This is an optimization exercise on Yosys and OpenROAD, whose aim is small area, not a production implementation. Power and IR drop assume default switching activity.

==> flow/design.v <==
package cfu_mac_pkg;
  typedef enum logic [2:0] {
    OP_NOP  = 3'd0,
    OP_MAC  = 3'd1,
    OP_MACU = 3'd2,
    OP_RDL  = 3'd3,
    OP_RDH  = 3'd4,
    OP_CLR  = 3'd5,
    OP_WR   = 3'd6,
    OP_RSVD = 3'd7
  } op_e;
  typedef enum logic [1:0] {
    StIdle,
    StBusy,
    StDone
  } state_e;
  localparam int unsigned CtrlOpLsb  = 0;
  localparam int unsigned CtrlOpW    = 3;
  localparam int unsigned CtrlIdxLsb = 3;
  localparam int unsigned CtrlIdxW   = 5;
endpackage
module cfu_mac_mul_iter (
  input  logic [32:0] win_i,
  input  logic [31:0] mcand_i,
  input  logic        msign_i,
  input  logic        nz_i,
  input  logic        neg_i,
  input  logic [1:0]  pend_i,
  input  logic        top_i,
  output logic [32:0] win_o,
  output logic [1:0]  pend_o
);
  logic [31:0] z_lo;
  logic [2:0]  z_hi, q;
  logic [34:0] y;
  logic [35:0] c;
  assign z_lo = {32{nz_i}} & (mcand_i ^ {32{neg_i}});
  assign z_hi = {3{nz_i & (msign_i ^ neg_i)}};
  assign q    = z_hi + {pend_i[1], pend_i} + {2'b00, top_i};
  assign y = {q, z_lo};
  assign c[0] = neg_i;
  for (genvar i = 0; i < 35; i++) begin : g_rc
    logic x;
    assign x = (i < 33) ? win_i[i] : 1'b0;
    logic p;
    assign p = x ^ y[i];
    assign c[i+1] = p ? c[i] : x;
    assign win_o_t[i] = p ^ c[i];
  end
  logic [34:0] win_o_t;
  assign win_o = win_o_t[32:0];
  assign pend_o = win_o_t[34:33];
endmodule
module cfu_mac #(
  parameter int unsigned XLEN    = 32,
  parameter int unsigned NUM_ACC = 4,
  parameter int unsigned MUL_BPC = 4,
  parameter int unsigned CTRL_W  = 8
) (
  input  logic              clk_i,
  input  logic              rst_ni,
  input  logic              stall_i,
  input  logic              valid_i,
  input  logic [CTRL_W-1:0] cfu_ctrl_i,
  input  logic [XLEN-1:0]   src1_i,
  input  logic [XLEN-1:0]   src2_i,
  output logic              stall_o,
  output logic [XLEN-1:0]   rslt_o
);
  logic [2:0]  op;
  logic [1:0]  idx;
  logic        is_mac, is_macu, is_rdl, is_rdh, is_clr, is_wr;
  logic        multi, last, step, clean;
  logic [5:0]  cnt_q;
  logic [1:0]  pend_q, pend_new;
  logic [3:0]  zero_q;
  logic [63:0] acc_q [4];
  logic [3:0]  sel, sel_lo, sel_top, sel_hi;
  logic [32:0] win_m, win_new;
  logic [31:0] hi_rd;
  logic        bit_b, bit_nx_q, nz, neg, top;
  logic        unused;
  assign op  = cfu_ctrl_i[2:0];
  assign idx = cfu_ctrl_i[4:3];
  assign unused = ^{cfu_ctrl_i[7:5]};
  assign is_mac  = (op == 3'd1);
  assign is_macu = (op == 3'd2);
  assign is_rdl  = (op == 3'd3);
  assign is_rdh  = (op == 3'd4);
  assign is_clr  = (op == 3'd5);
  assign is_wr   = (op == 3'd6);
  assign multi   = is_mac | is_macu | is_rdl | is_clr | is_wr;
  assign last    = (cnt_q == 6'd63);
  assign step    = valid_i && multi && !(last && stall_i);
  assign stall_o = multi && !last;
  assign clean = zero_q[idx] | is_wr;
  for (genvar k = 0; k < 4; k++) begin : g_sel
    assign sel[k]     = (idx == 2'(k));
    assign sel_lo[k]  = sel[k] && !(clean && cnt_q == 6'd0);
    assign sel_top[k] = sel[k] && !(clean && !cnt_q[5]);
    assign sel_hi[k]  = sel[k] && is_rdh && !zero_q[k];
  end
  always_comb begin
    win_m = '0;
    hi_rd = '0;
    for (int k = 0; k < 4; k++) begin
      win_m = win_m | ({sel_top[k], {32{sel_lo[k]}}} & acc_q[k][32:0]);
      hi_rd = hi_rd | ({32{sel_hi[k]}} & acc_q[k][63:32]);
    end
  end
  assign bit_b = (cnt_q == 6'd0) ? src2_i[0] : bit_nx_q;
  assign nz  = ((is_mac | is_macu) && !cnt_q[5] && bit_b) || (is_wr && cnt_q == 6'd0);
  assign neg = is_mac && (cnt_q == 6'd31) && bit_b;
  assign top = is_wr && !cnt_q[5] && bit_b;
  cfu_mac_mul_iter u_step (
    .win_i   (win_m),
    .mcand_i (src1_i),
    .msign_i (is_mac && src1_i[31]),
    .nz_i    (nz),
    .neg_i   (neg),
    .pend_i  (pend_q),
    .top_i   (top),
    .win_o   (win_new),
    .pend_o  (pend_new)
  );
  always_ff @(posedge clk_i or negedge rst_ni) begin
    if (!rst_ni) begin
      cnt_q  <= '0;
      pend_q <= '0;
      bit_nx_q <= 1'b0;
      zero_q <= '1;
    end else begin
      if (step) begin
        cnt_q <= cnt_q + 6'd1;
      end
      pend_q <= (step && cnt_q < 6'd31) ? pend_new : 2'b00;
      bit_nx_q <= src2_i[5'(cnt_q[4:0] + 5'd1)];
      if (step && cnt_q == 6'd31) begin
        zero_q[idx] <= 1'b0;
      end
      if (step && last && is_clr) begin
        zero_q[idx] <= 1'b1;
      end
    end
  end
  for (genvar k = 0; k < 4; k++) begin : g_acc
    always_ff @(posedge clk_i) begin
      if (step && sel[k]) begin
        acc_q[k] <= {win_new[0], acc_q[k][63:33], win_new[32:1]};
      end
    end
  end
  assign rslt_o = (win_m[32:1] & {32{is_mac | is_macu | is_rdl | is_clr}}) | hi_rd;
endmodule
export LEC_CHECK = 0
export CAP_MARGIN = 20
export CORE_MARGIN = 2
export CORE_UTILIZATION = 60
export CTS_BUF_LIST = sky130_fd_sc_hd__clkbuf_16
export CTS_CLUSTER_DIAMETER = 80
export CTS_CLUSTER_SIZE = 25
export SLEW_MARGIN = 20
create_clock -name core_clock -period 10.0 [get_ports {clk_i}]
standard.sh (not shown) runs the stock make flow with config.mk's settings and CLKGATE_MAP_FILE= SYNTH_SCRIPT=/design/flow/synth_recipe.tcl, a recipe that flattens the netlist after the stock synthesis.
==> flow/flow/run.sh <==
#!/bin/bash
# The standard layout (standard.sh), with two changes:
#  - synthesis maps the logic with an area-oriented ABC script (flow/synth.tcl)
#    and leaves adders to ABC instead of mapping them to full-adder cells;
#  - the port buffers are sky130_fd_sc_hd__buf_1 cells.
set -euo pipefail
here=$(pwd)
export MY_ABC_SCRIPT=$here/flow/abc_area.script
bash standard.sh SYNTH_SCRIPT=$here/flow/synth.tcl ADDER_MAP_FILE= \
  "BUFFER_PORTS_ARGS=-buffer_cell sky130_fd_sc_hd__buf_1" finish > $here/flow_make.log 2>&1
==> flow/flow/abc_area.script <==
&get -n
&st
&dc2
&dch -f
&nf -R 1000 -p -F 8 -A 4
&put
==> flow/flow/synth.tcl <==
proc synth {args} { yosys synth -nofsm -noshare {*}$args }
proc abc {args} {
  set i [lsearch -exact $args -script]
  if {$i >= 0 && [info exists ::env(MY_ABC_SCRIPT)]} { lset args [expr {$i+1}] $::env(MY_ABC_SCRIPT) }
  yosys abc {*}$args
}
source $::env(SCRIPTS_DIR)/synth.tcl
# left out here: clear keep_hierarchy, flatten, clean up, hide names made inside functions, write 1_2_yosys.v
==> next run, changes <==
--- a/flow/design.v
+++ b/flow/design.v
@@ -17,42 +17,39 @@
   localparam int unsigned CtrlOpLsb  = 0;
   localparam int unsigned CtrlOpW    = 3;
   localparam int unsigned CtrlIdxLsb = 3;
   localparam int unsigned CtrlIdxW   = 5;
 endpackage
 module cfu_mac_mul_iter (
-  input  logic [32:0] win_i,
-  input  logic [31:0] mcand_i,
-  input  logic        msign_i,
-  input  logic        nz_i,
-  input  logic        neg_i,
-  input  logic [1:0]  pend_i,
-  input  logic        top_i,
-  output logic [32:0] win_o,
-  output logic [1:0]  pend_o
+  input  logic [32:0] win_i,      
+  input  logic [31:0] mcand_i,    
+  input  logic        msign_i,    
+  input  logic        nz_i,       
+  input  logic        neg_i,      
+  input  logic [1:0]  pend_i,     
+  input  logic        top_i,      
+  output logic [32:0] win_o,      
+  output logic [1:0]  pend_o      
 );
   logic [31:0] z_lo;
   logic [2:0]  z_hi, q;
-  logic [34:0] y;
+  logic [34:0] x, y, p, s;
   logic [35:0] c;
   assign z_lo = {32{nz_i}} & (mcand_i ^ {32{neg_i}});
   assign z_hi = {3{nz_i & (msign_i ^ neg_i)}};
   assign q    = z_hi + {pend_i[1], pend_i} + {2'b00, top_i};
+  assign x = {2'b00, win_i};
   assign y = {q, z_lo};
+  assign p = x ^ y;
   assign c[0] = neg_i;
   for (genvar i = 0; i < 35; i++) begin : g_rc
-    logic x;
-    assign x = (i < 33) ? win_i[i] : 1'b0;
-    logic p;
-    assign p = x ^ y[i];
-    assign c[i+1] = p ? c[i] : x;
-    assign win_o_t[i] = p ^ c[i];
+    assign c[i+1] = p[i] ? c[i] : x[i];
   end
-  logic [34:0] win_o_t;
-  assign win_o = win_o_t[32:0];
-  assign pend_o = win_o_t[34:33];
+  assign s = p ^ c[34:0];
+  assign win_o  = s[32:0];
+  assign pend_o = s[34:33];
 endmodule
 module cfu_mac #(
   parameter int unsigned XLEN    = 32,
   parameter int unsigned NUM_ACC = 4,
   parameter int unsigned MUL_BPC = 4,
   parameter int unsigned CTRL_W  = 8
@@ -67,13 +64,13 @@
   output logic              stall_o,
   output logic [XLEN-1:0]   rslt_o
 );
   logic [2:0]  op;
   logic [1:0]  idx;
   logic        is_mac, is_macu, is_rdl, is_rdh, is_clr, is_wr;
-  logic        multi, last, step, clean;
+  logic        multi, last, step;
   logic [5:0]  cnt_q;
   logic [1:0]  pend_q, pend_new;
   logic [3:0]  zero_q;
   logic [63:0] acc_q [4];
   logic [3:0]  sel, sel_lo, sel_top, sel_hi;
   logic [32:0] win_m, win_new;
@@ -90,14 +87,15 @@
   assign is_clr  = (op == 3'd5);
   assign is_wr   = (op == 3'd6);
   assign multi   = is_mac | is_macu | is_rdl | is_clr | is_wr;
   assign last    = (cnt_q == 6'd63);
   assign step    = valid_i && multi && !(last && stall_i);
   assign stall_o = multi && !last;
-  assign clean = zero_q[idx] | is_wr;
   for (genvar k = 0; k < 4; k++) begin : g_sel
+    logic clean;
+    assign clean      = zero_q[k] | is_wr;
     assign sel[k]     = (idx == 2'(k));
     assign sel_lo[k]  = sel[k] && !(clean && cnt_q == 6'd0);
     assign sel_top[k] = sel[k] && !(clean && !cnt_q[5]);
     assign sel_hi[k]  = sel[k] && is_rdh && !zero_q[k];
   end
   always_comb begin
First-iteration DRC count came out higher slightly.
Clock power came out higher slightly.
Setup slack gets worse by 0.055 ns.
Final cell count came out lower slightly.
Fmax came out lower slightly.
Clock skew came out higher by 0.012 ns.
Via count came out lower by a few percent.
Die area barely changes.
Design area came out higher slightly.
Register-to-register slack gets better by 0.04 ns.
Non-clock buffer count came out higher by 2.
Routed wire length came out lower by a few percent.
Clock-buffer cell count does not change.
Power came out higher by a few percent.
No run of this note included a check of the RTL's function; only the layout flow was run.

[re-timing with driven ports]
Ports are ideal in the flow. The routed layouts listed here were re-timed in OpenROAD. Step 1 assumes that a clkbuf_16 drives the clock port and a buf_2 every other input. Step 2, shift: input delay + t, output delay - t, t = (earliest + latest rising clock arrival at the registers) / 2. This alone moves slack from input paths to output paths. Three values: ideal ports, drivers, drivers and shift; two values: the first two.
run	shift t [ns]	slack for setup (ns)	worst setup path after step 2
the first run	0.528	0.860 / 0.881 / 0.352	input to register
the second run	0.528	0.805 / 0.828 / 0.299	input to register
After both steps every run listed still meets setup and hold. For the first run, which loses most, drivers alone change the setup slack by +0.021 ns; drivers and shift together by -0.508 ns.
